Source: an optimization exercise on an open RTL-to-GDS flow (aim: small area, a short achievable clock period and few clock cycles per item). Production flows keep margins and buffers that such runs may drop.
In this exercise RTL edits were held to simulation tests only and were not proved equivalent to the original.

===== flow/run.sh =====
#!/bin/bash
# synth_recipe.tcl (not shown) runs the flow's synth.tcl, then flattens the netlist and writes it again
# the make line also repeats each setting of config.mk as NAME=value (left out here)
make -C /OpenROAD-flow-scripts/flow DESIGN_CONFIG=/design/flow/config.mk WORK_HOME=/design/flow/orfs CLKGATE_MAP_FILE= SYNTH_SCRIPT=/design/flow/synth_recipe.tcl finish

===== flow/config.mk =====
export PLATFORM = sky130hd
export DESIGN_NAME = heater_pid_duty_control_unit
export DESIGN_NICKNAME = heater_pid_duty_control_unit
export VERILOG_FILES = /design/flow/design.v
export SDC_FILE = /design/flow/constraint.sdc
export NUM_CORES = 4
export LEC_CHECK = 0
export CAP_MARGIN = 20
export CORE_MARGIN = 2
export CORE_UTILIZATION = 40
export SLEW_MARGIN = 20

===== flow/constraint.sdc =====
create_clock -name core_clock -period 19.0 [get_ports {clk}]
set_input_delay 3.8000 -clock core_clock [delete_from_list [all_inputs] [get_ports {clk}]]
set_output_delay 3.8000 -clock core_clock [all_outputs]
set_load 0.01 [all_outputs]

===== flow/design.v =====
package hpdc_pkg;
    localparam int TEMP_W     = 15;
    localparam int TARGET_W   = 12;
    localparam int GAIN_W     = 16;
    localparam int DUTY_W     = 7;
    localparam int BAND_W     = 12;
    localparam int ERR_W      = 16;
    localparam int TICK_W     = 8;
    localparam int CFG_ADDR_W = 3;
    localparam int CFG_DATA_W = 16;
    localparam int IN_DATA_W  = 16;
    localparam int OUT_DATA_W = 16;
    localparam int INTEGRAL_WIDTH = 24;
    localparam int CMP_W = 17;
    localparam int DER_W = 18;
    localparam int DUTY_SHIFT = 12;
    localparam int SUM_W = GAIN_W + ((INTEGRAL_WIDTH > DER_W) ? INTEGRAL_WIDTH : DER_W) + 3;
    localparam logic [TICK_W-1:0] TOGGLE_ON_TICKS  = TICK_W'(2);
    localparam logic [TICK_W-1:0] TOGGLE_OFF_TICKS = TICK_W'(2);
    localparam logic [TICK_W-1:0] TICK_MAX         = '1;
    localparam logic signed [CMP_W-1:0] LOW_LIMIT    = CMP_W'(-160);   
    localparam logic signed [CMP_W-1:0] HIGH_LIMIT   = CMP_W'(3360);   
    localparam logic signed [CMP_W-1:0] TOGGLE_LIMIT = CMP_W'(1920);   
    localparam logic signed [CMP_W-1:0] CLEAR_LIMIT  = CMP_W'(-10);    
    localparam logic [DUTY_W-1:0] PCT_LIMIT = DUTY_W'(100);
    typedef enum logic [2:0] {
        MODE_PID    = 3'd0,
        MODE_TOGGLE = 3'd1,
        MODE_FULL   = 3'd2,
        MODE_OFF    = 3'd3,
        MODE_FAULT  = 3'd4
    } mode_t;
    typedef enum logic [CFG_ADDR_W-1:0] {
        REG_TARGET_TEMP  = 3'd0,
        REG_GAIN_P       = 3'd1,
        REG_GAIN_I       = 3'd2,
        REG_GAIN_D       = 3'd3,
        REG_DUTY_FLOOR   = 3'd4,
        REG_DUTY_CEILING = 3'd5,
        REG_BAND_BELOW   = 3'd6,
        REG_BAND_ABOVE   = 3'd7
    } cfg_reg_t;
    localparam logic [TARGET_W-1:0] TARGET_RESET   = '0;
    localparam logic [GAIN_W-1:0]   GAIN_P_RESET   = GAIN_W'(1280);
    localparam logic [GAIN_W-1:0]   GAIN_I_RESET   = GAIN_W'(77);
    localparam logic [GAIN_W-1:0]   GAIN_D_RESET   = GAIN_W'(5120);
    localparam logic [DUTY_W-1:0]   FLOOR_RESET    = DUTY_W'(2);
    localparam logic [DUTY_W-1:0]   CEILING_RESET  = DUTY_W'(100);
    localparam logic [BAND_W-1:0]   BELOW_RESET    = BAND_W'(320);
    localparam logic [BAND_W-1:0]   ABOVE_RESET    = BAND_W'(16);
endpackage
module heater_pid_duty_control_unit (
    input  logic                                 clk,
    input  logic                                 rst_n,
    input  logic                                 cfg_we,
    input  logic [hpdc_pkg::CFG_ADDR_W-1:0]      cfg_addr,
    input  logic [hpdc_pkg::CFG_DATA_W-1:0]      cfg_wdata,
    input  logic                                 s_tvalid,
    output logic                                 s_tready,
    input  logic [hpdc_pkg::IN_DATA_W-1:0]       s_tdata,
    output logic                                 m_tvalid,
    input  logic                                 m_tready,
    output logic [hpdc_pkg::OUT_DATA_W-1:0]      m_tdata
);
    logic [11:0] target_reg;
    logic        target_on_reg;
    logic [15:0] gain_p_reg, gain_i_reg, gain_d_reg;
    logic [6:0]  floor_reg, ceil_reg;
    logic [11:0] below_reg, above_reg;
    always_ff @(posedge clk or negedge rst_n)
    begin
        if (!rst_n)
        begin
            target_reg    <= 12'd0;
            target_on_reg <= 1'b0;
            gain_p_reg    <= 16'd1280;
            gain_i_reg    <= 16'd77;
            gain_d_reg    <= 16'd5120;
            floor_reg     <= 7'd2;
            ceil_reg      <= 7'd100;
            below_reg     <= 12'd320;
            above_reg     <= 12'd16;
        end
        else if (cfg_we)
        begin
            case (cfg_addr)
                3'd0: begin target_reg <= cfg_wdata[11:0]; target_on_reg <= |cfg_wdata[11:0]; end
                3'd1: gain_p_reg <= cfg_wdata;
                3'd2: gain_i_reg <= cfg_wdata;
                3'd3: gain_d_reg <= cfg_wdata;
                3'd4: floor_reg  <= (cfg_wdata[6:0] > 7'd100) ? 7'd100 : cfg_wdata[6:0];
                3'd5: ceil_reg   <= (cfg_wdata[6:0] > 7'd100) ? 7'd100 : cfg_wdata[6:0];
                3'd6: below_reg  <= cfg_wdata[11:0];
                default: above_reg <= cfg_wdata[11:0];
            endcase
        end
    end
    logic en;
    logic v0, v1, v2, v3, v4, out_valid_reg;
    logic skid_valid;
    logic [14:0] skid_temp;
    assign en       = !out_valid_reg || m_tready;
    assign s_tready = !skid_valid;
    assign m_tvalid = out_valid_reg;
    always_ff @(posedge clk or negedge rst_n)
    begin
        if (!rst_n)
        begin
            skid_valid <= 1'b0;
            v0 <= 1'b0; v1 <= 1'b0; v2 <= 1'b0; v3 <= 1'b0; v4 <= 1'b0;
            out_valid_reg <= 1'b0;
        end
        else if (en)
        begin
            skid_valid <= 1'b0;
            v0 <= skid_valid || s_tvalid;
            v1 <= v0; v2 <= v1; v3 <= v2; v4 <= v3;
            out_valid_reg <= v4;
        end
        else if (s_tvalid && !skid_valid)
        begin
            skid_valid <= 1'b1;
        end
    end
    always_ff @(posedge clk)
    begin
        if (!en && s_tvalid && !skid_valid)
            skid_temp <= s_tdata[14:0];
    end
    logic [14:0] t0;
    always_ff @(posedge clk)
    begin
        if (en)
            t0 <= skid_valid ? skid_temp : s_tdata[14:0];
    end
    logic signed [16:0] temp1_x, target1_x, err1;
    logic signed [17:0] tb1, ta1;
    logic f_fault, f_band, f_tog, f_eneg, f_eabove, f_epos, f_clr;
    always_comb
    begin
        temp1_x   = {{2{t0[14]}}, t0};
        target1_x = {5'd0, target_reg};
        err1      = target1_x - temp1_x;
        tb1       = {6'd0, target_reg} - {6'd0, below_reg};
        ta1       = {6'd0, target_reg} + {6'd0, above_reg};
        f_fault   = !(($signed(temp1_x) > -17'sd160) && ($signed(temp1_x) < 17'sd3360));
        f_band    = ($signed({temp1_x[16], temp1_x}) > tb1) && target_on_reg;
        f_tog     = ($signed(temp1_x) > 17'sd1920) && target_on_reg;
        f_eneg    = $signed(temp1_x) > $signed(target1_x);
        f_eabove  = $signed({temp1_x[16], temp1_x}) > ta1;
        f_epos    = $signed(temp1_x) < $signed(target1_x);
        f_clr     = $signed(err1) <= -17'sd10;
    end
    logic signed [12:0] e1;
    logic s1_fault, s1_band, s1_tog, s1_on, s1_eneg, s1_eabove, s1_epos, s1_clr;
    always_ff @(posedge clk)
    begin
        if (en)
        begin
            e1        <= err1[12:0];
            s1_fault  <= f_fault;
            s1_band   <= f_band;
            s1_tog    <= f_tog;
            s1_on     <= target_on_reg;
            s1_eneg   <= f_eneg;
            s1_eabove <= f_eabove;
            s1_epos   <= f_epos;
            s1_clr    <= f_clr;
        end
    end
    logic [23:0] isum_reg;
    logic signed [12:0] last_err_reg;
    logic [24:0] isum_add;
    logic [23:0] isum_new;
    logic pid1;
    assign pid1 = s1_band && !s1_fault;
    always_comb
    begin
        isum_add = {1'b0, isum_reg} + {13'd0, e1[11:0]};
        if (s1_epos)
            isum_new = isum_add[24] ? 24'hffffff : isum_add[23:0];
        else if (s1_clr)
            isum_new = 24'd0;
        else
            isum_new = isum_reg;
    end
    always_ff @(posedge clk or negedge rst_n)
    begin
        if (!rst_n)
        begin
            isum_reg     <= 24'd0;
            last_err_reg <= 13'sd0;
        end
        else if (en && v1 && pid1)
        begin
            isum_reg     <= isum_new;
            last_err_reg <= e1;
        end
    end
    logic signed [13:0] d2;
    logic s2_fault, s2_band, s2_tog, s2_on, s2_eneg, s2_eabove;
    always_ff @(posedge clk)
    begin
        if (en)
        begin
            d2        <= $signed({e1[12], e1}) - $signed({last_err_reg[12], last_err_reg});
            s2_fault  <= s1_fault;
            s2_band   <= s1_band;
            s2_tog    <= s1_tog;
            s2_on     <= s1_on;
            s2_eneg   <= s1_eneg;
            s2_eabove <= s1_eabove;
        end
    end
    logic signed [31:0] pd3;
    logic [27:0] pil3, pih3;
    logic s3_fault, s3_band, s3_tog, s3_on, s3_eneg, s3_eabove;
    always_ff @(posedge clk)
    begin
        if (en)
        begin
            pd3  <= $signed({1'b0, gain_p_reg}) * last_err_reg + $signed({1'b0, gain_d_reg}) * d2;
            pil3 <= gain_i_reg * isum_reg[11:0];
            pih3 <= gain_i_reg * isum_reg[23:12];
            s3_fault  <= s2_fault;
            s3_band   <= s2_band;
            s3_tog    <= s2_tog;
            s3_on     <= s2_on;
            s3_eneg   <= s2_eneg;
            s3_eabove <= s2_eabove;
        end
    end
    logic signed [42:0] sum4;
    assign sum4 = $signed({{11{pd3[31]}}, pd3}) + $signed({15'd0, pil3}) + $signed({3'd0, pih3, 12'd0});
    logic s4_neg, s4_hi;
    logic [6:0] s4_d;
    logic s4_fault, s4_band, s4_tog, s4_on, s4_eneg, s4_eabove;
    always_ff @(posedge clk)
    begin
        if (en)
        begin
            s4_neg    <= sum4[42];
            s4_hi     <= |sum4[41:19];
            s4_d      <= sum4[18:12];
            s4_fault  <= s3_fault;
            s4_band   <= s3_band;
            s4_tog    <= s3_tog;
            s4_on     <= s3_on;
            s4_eneg   <= s3_eneg;
            s4_eabove <= s3_eabove;
        end
    end
    logic [6:0] held_duty_reg;
    logic [1:0] ticks_reg;
    logic       fault_reported_reg;
    logic [6:0] pid_cl, pid_duty, tog_duty, duty;
    logic       tick_rst;
    logic [2:0] mode;
    logic       first;
    always_comb
    begin
        if (s4_neg)
            pid_cl = 7'd0;
        else if (s4_hi || (s4_d > ceil_reg))
            pid_cl = ceil_reg;
        else
            pid_cl = s4_d;
        pid_duty = pid_cl;
        if ((pid_cl < floor_reg) || s4_eneg)
            pid_duty = floor_reg;
        if (s4_eabove)
            pid_duty = 7'd0;
        tog_duty = held_duty_reg;
        tick_rst = 1'b0;
        if ((held_duty_reg == ceil_reg) && ticks_reg[1])
        begin
            tog_duty = 7'd0;
            tick_rst = 1'b1;
        end
        else if ((held_duty_reg == 7'd0) && ticks_reg[1])
        begin
            tog_duty = ceil_reg;
            tick_rst = 1'b1;
        end
        first = 1'b0;
        if (s4_fault)
        begin
            duty = 7'd0; mode = 3'd4; first = !fault_reported_reg;
        end
        else if (s4_band)
        begin
            duty = pid_duty; mode = 3'd0;
        end
        else if (s4_tog)
        begin
            duty = tog_duty; mode = 3'd1;
        end
        else if (s4_on)
        begin
            duty = ceil_reg; mode = 3'd2;
        end
        else
        begin
            duty = 7'd0; mode = 3'd3;
        end
    end
    always_ff @(posedge clk or negedge rst_n)
    begin
        if (!rst_n)
        begin
            held_duty_reg      <= 7'd0;
            ticks_reg          <= 2'd0;
            fault_reported_reg <= 1'b0;
        end
        else if (en && v4)
        begin
            held_duty_reg <= duty;
            if (s4_fault)
                fault_reported_reg <= 1'b1;
            else if (!s4_band && s4_tog)
                ticks_reg <= tick_rst ? 2'd1 : (ticks_reg[1] ? 2'd2 : ticks_reg + 2'd1);
        end
    end
    logic [11:0] out_data_reg;
    always_ff @(posedge clk)
    begin
        if (en && v4)
            out_data_reg <= {mode, first, s4_fault, duty};
    end
    assign m_tdata = {4'd0, out_data_reg};
endmodule

==> flow_metrics.py <==
metrics = {
    "outcome": {
        "status": "timing/DRC/antenna clean",
    },
    "synth": {
        "ys_ff_latch": 345,
        "ys_seq_area_frac": 0.213,
        "ys_warn_count": 1,
        "syn_inst": 4639,
        "ys_types": 80,
        "async_flop_share": 0.443,
        "avgSynthCellArea_um2": 9.72,
        "netlist_area_um2": 45100,
        "synthFlopType": "edfxtp_1",
        "synth_edf_count": 192,
    },
    "sta": {
        "timing.final.crit_period_ns": 8.19,
        "hold_viol": 0,
        "setup_tns_ns": 0,
        "rsz0062_at_grt": "no",
        "finalSetupViolations": 0,
        "maxSlewViolCount": 0,
        "fin_skew_ns": 0.0418,
        "fmax_mhz": 122,
        "worstMarginPinSlew_ns": 1.12,
        "final.period_utilization": 0.431,
        "relSlewSlack": 0.255,
    },
    "placed_design": {
        "gp_congestion": 0.850,
        "numPlacedInstances": 6052,
        "place_area_um2": 47100,
        "hpwl_um": 86500,
        "port_buffers": 52,
    },
    "floorplanning": {
        "row_count": 123,
        "io_pins": 58,
        "initial_utilization": 0.402,
        "die_h_um": 340,
        "die_width_um": 340,
        "core-area_um2": 112000,
        "die-area_um2": 115000,
    },
    "clock_network": {
        "cts-root-buf": "clkbuf_16",
        "post_cts_buffers": 0,
        "cts_tree": "built",
        "insertion_delay_ns": 0.62,
        "cts_resized": 0,
        "hold_buffers": 0,
        "htreeDepth": 2,
        "cts_sinks": 345,
        "cts.clk_slew.worst_paths_ns": 0.06,
        "cts_buffer_depth": 3,
        "cts_made_buffers": 46,
    },
    "final_layout": {
        "largest_reg_flops": 32,
        "stdcell_count": 6139,
        "top_regs": "pd3 (32), pih3 (28), pil3 (28)",
        "nets": 5777,
        "largest-register": "pd3",
        "layout-drive-gt1-share": 0.0587,
        "design_area_um2": 48600,
        "area_growth_pct": 7.76,
        "fin_util": 0.433,
    },
    "drt": {
        "vias": 31200,
        "drc_errors": 0,
        "routed.top_layer": "met5",
        "wl_per_cell_um": 17.9,
        "wl_met2_um": 52200,
        "viasPerCell": 5.08,
        "first_pass_iters": 5,
        "drtIter0Drc": 1662,
        "wl_um": 110000,
        "wl_met3_um": 5990,
        "wl_met1_um": 48400,
        "antenna_left": 0,
    },
    "setup_path": {
        "worstPathCellList": "nand2_1 -> fa_1 -> inv_1 -> fa_1 -> inv_1 -> fa_1 -> inv_1 -> fa_1 -> fa_1 -> fa_1 -> inv_1 -> fa_1 -> inv_1 -> ha_1 -> nand2_1 -> nor2_1 -> nand3_1 -> a31oi_1 -> a211oi_1 -> a211o_1 -> a21boi_1 -> a221o_1 -> a21oi_1 -> xnor2_1",
        "crit_fanout": 16,
        "crit_buf_inv": 5,
        "crit_path_start_kind": "register",
        "critPathKind": "reg2reg",
        "crit_family": "adder cells",
        "crit_slowest_cell": "edfxtp_1",
        "cp-end-kind": "register",
        "slowest_delay_ns": 0.92,
        "crit_arrival_ns": 8.47,
        "critPathRequiredTime_ns": 19.27,
        "crit_top_cell": "fa_1",
    },
    "global_routing": {
        "first_global_vias": 33200,
        "grt_max_degree": 71,
        "overflow": 0,
        "grt_pass1_wl_um": 181000,
        "track_usage": 0.198,
        "antenna_found_initial": 10,
    },
    "worst_hold_path": {
        "worst_hold_path_type": "reg2reg",
    },
    "job": {
        "drv_cap": 0,
    },
}
metrics by stage:
stage	setup slack, ns	hold WS (ns)
2_1_floorplan	8.06	0.400
3_3_place_gp	10.83	0.405
3_5_place_dp	10.78	0.405
4_1_cts	10.71	0.421
5_1_grt	10.34	0.432
6_report	10.81	0.420
worst paths after layout:
kind	from	endpoint	slack [ns]	depth (start not counted)
worst min-delay path	s2_on	s3_on	0.42	0
worst max-delay path	d2[5]	pd3[31]	10.81	24
max in group asynchronous	rst_n	target_reg[8]	13.95	3
worst min register to register	s2_on	s3_on	0.42	0
min in group asynchronous	rst_n	gain_d_reg[5]	3.09	1
worst max register to register	d2[5]	pd3[31]	10.81	24
layout make-up:
cell class | count | area [µm²]
flip-flops and latches | 345 | 9610
repair buffers | 80 | 732
diodes | 4 | 10.0
clock inverters | 26 | 235
well taps | 1500 | 1880
clock buffers | 57 | 1250
multi-input cells | 3230 | 31500
inverters | 897 | 3370
fillers | 10800 | 63600
cells in the mapped netlist (all sizes together), types with 8 or more instances:
master	instances	area [µm²]
a211oi	12	90.1
a21boi	15	113
a21o	49	375
a21oi	156	800
a221oi	12	129
a31o	8	70.1
a31oi	16	115
and2	344	2150
and3	13	81.3
buf	13	66.3
clkbuf	157	589
dfrtp	138	3450
dfstp	15	394
edfxtp	192	5770
fa	678	13600
ha	459	5740
inv	895	3360
mux2	111	1250
mux2i	10	100
nand2	593	2230
nand2b	41	257
nand3	36	180
nand4	28	175
nor2	148	556
nor2b	37	231
nor3	30	150
nor3b	9	67.6
nor4	11	68.8
o211ai	11	82.6
o21a	28	210
o21ai	141	709
o21bai	15	116
o31ai	8	65.1
or2	13	81.3
xnor2	84	736
xor2	46	403
logic make-up after synthesis:
| kind of cell | after synthesis | synth area share |
|---|---|---|
| other | 1 | 0.0000831 |
| DFF | 345 | 0.213 |
| AOI/OAI and AO/OA | 513 | 0.0725 |
| and+or+nand+nor | 1325 | 0.142 |
| muxes | 121 | 0.0299 |
| xor gates and xnor gates | 130 | 0.0252 |
| adders and majority gates | 1137 | 0.428 |
| buffers and inverters | 1067 | 0.0892 |
cell usage in the layout (no fill, tap or decap), drive strengths merged, types with 16 or more instances in the layout:
master         synthesis  final
a21oi                156    156
nor3                  30     30
nor2b                 37     37
nand2b                41     41
clkinv                 2     16
nor2                 148    148
a31oi                 16     16
and2                 344    344
mux2                 111    111
xnor2                 84     84
dfrtp                138    138
inv                  895    901
xor2                  46     46
buf                   13     29
nand2                593    593
clkbuf               157     57
ha                   459    459
nand3                 36     36
edfxtp               192    192
o21a                  28     28
o21ai                141    141
nand4                 28     28
fa                   678    678
clkdlybuf4s50          0     51
a21o                  49     49
layer usage:
metal / up-vias / track usage
met5: - / 0
met4: 8 / 0.0584
met3: 164 / 0.0315
met2: 672 / 0.333
met1: 15800 / 0.263
li1: 14600 / -
Testbench counts, summed over its fixed seeds: cycles 24,048, items 24,000.

==> what the ideal ports hide <==
The results above use ideal ports. As a check the final layout listed here was re-extracted and re-timed, cells and wires unchanged. Step 1 sets driving cells, clkbuf_16 on the clock port and buf_2 on the other inputs (assumed; they add their load-dependent delay and slew). Step 2 also shifts input and output timing later by t, the mid clock arrival at the registers, as if the neighbouring blocks saw the same clock. a / b / c = ideal / step 1 / step 2; a / b = the first two.
t (ns): 0.670
setup WS [ns]: 10.808 / 10.808 / 10.808
worst setup path after step 2: register to register
clock arrival spread, ns: 0.042 / 0.043
After both steps this run still meets setup and hold. The setup slack of this run moves by 0.000 ns with the drivers and by 0.000 ns with both steps.
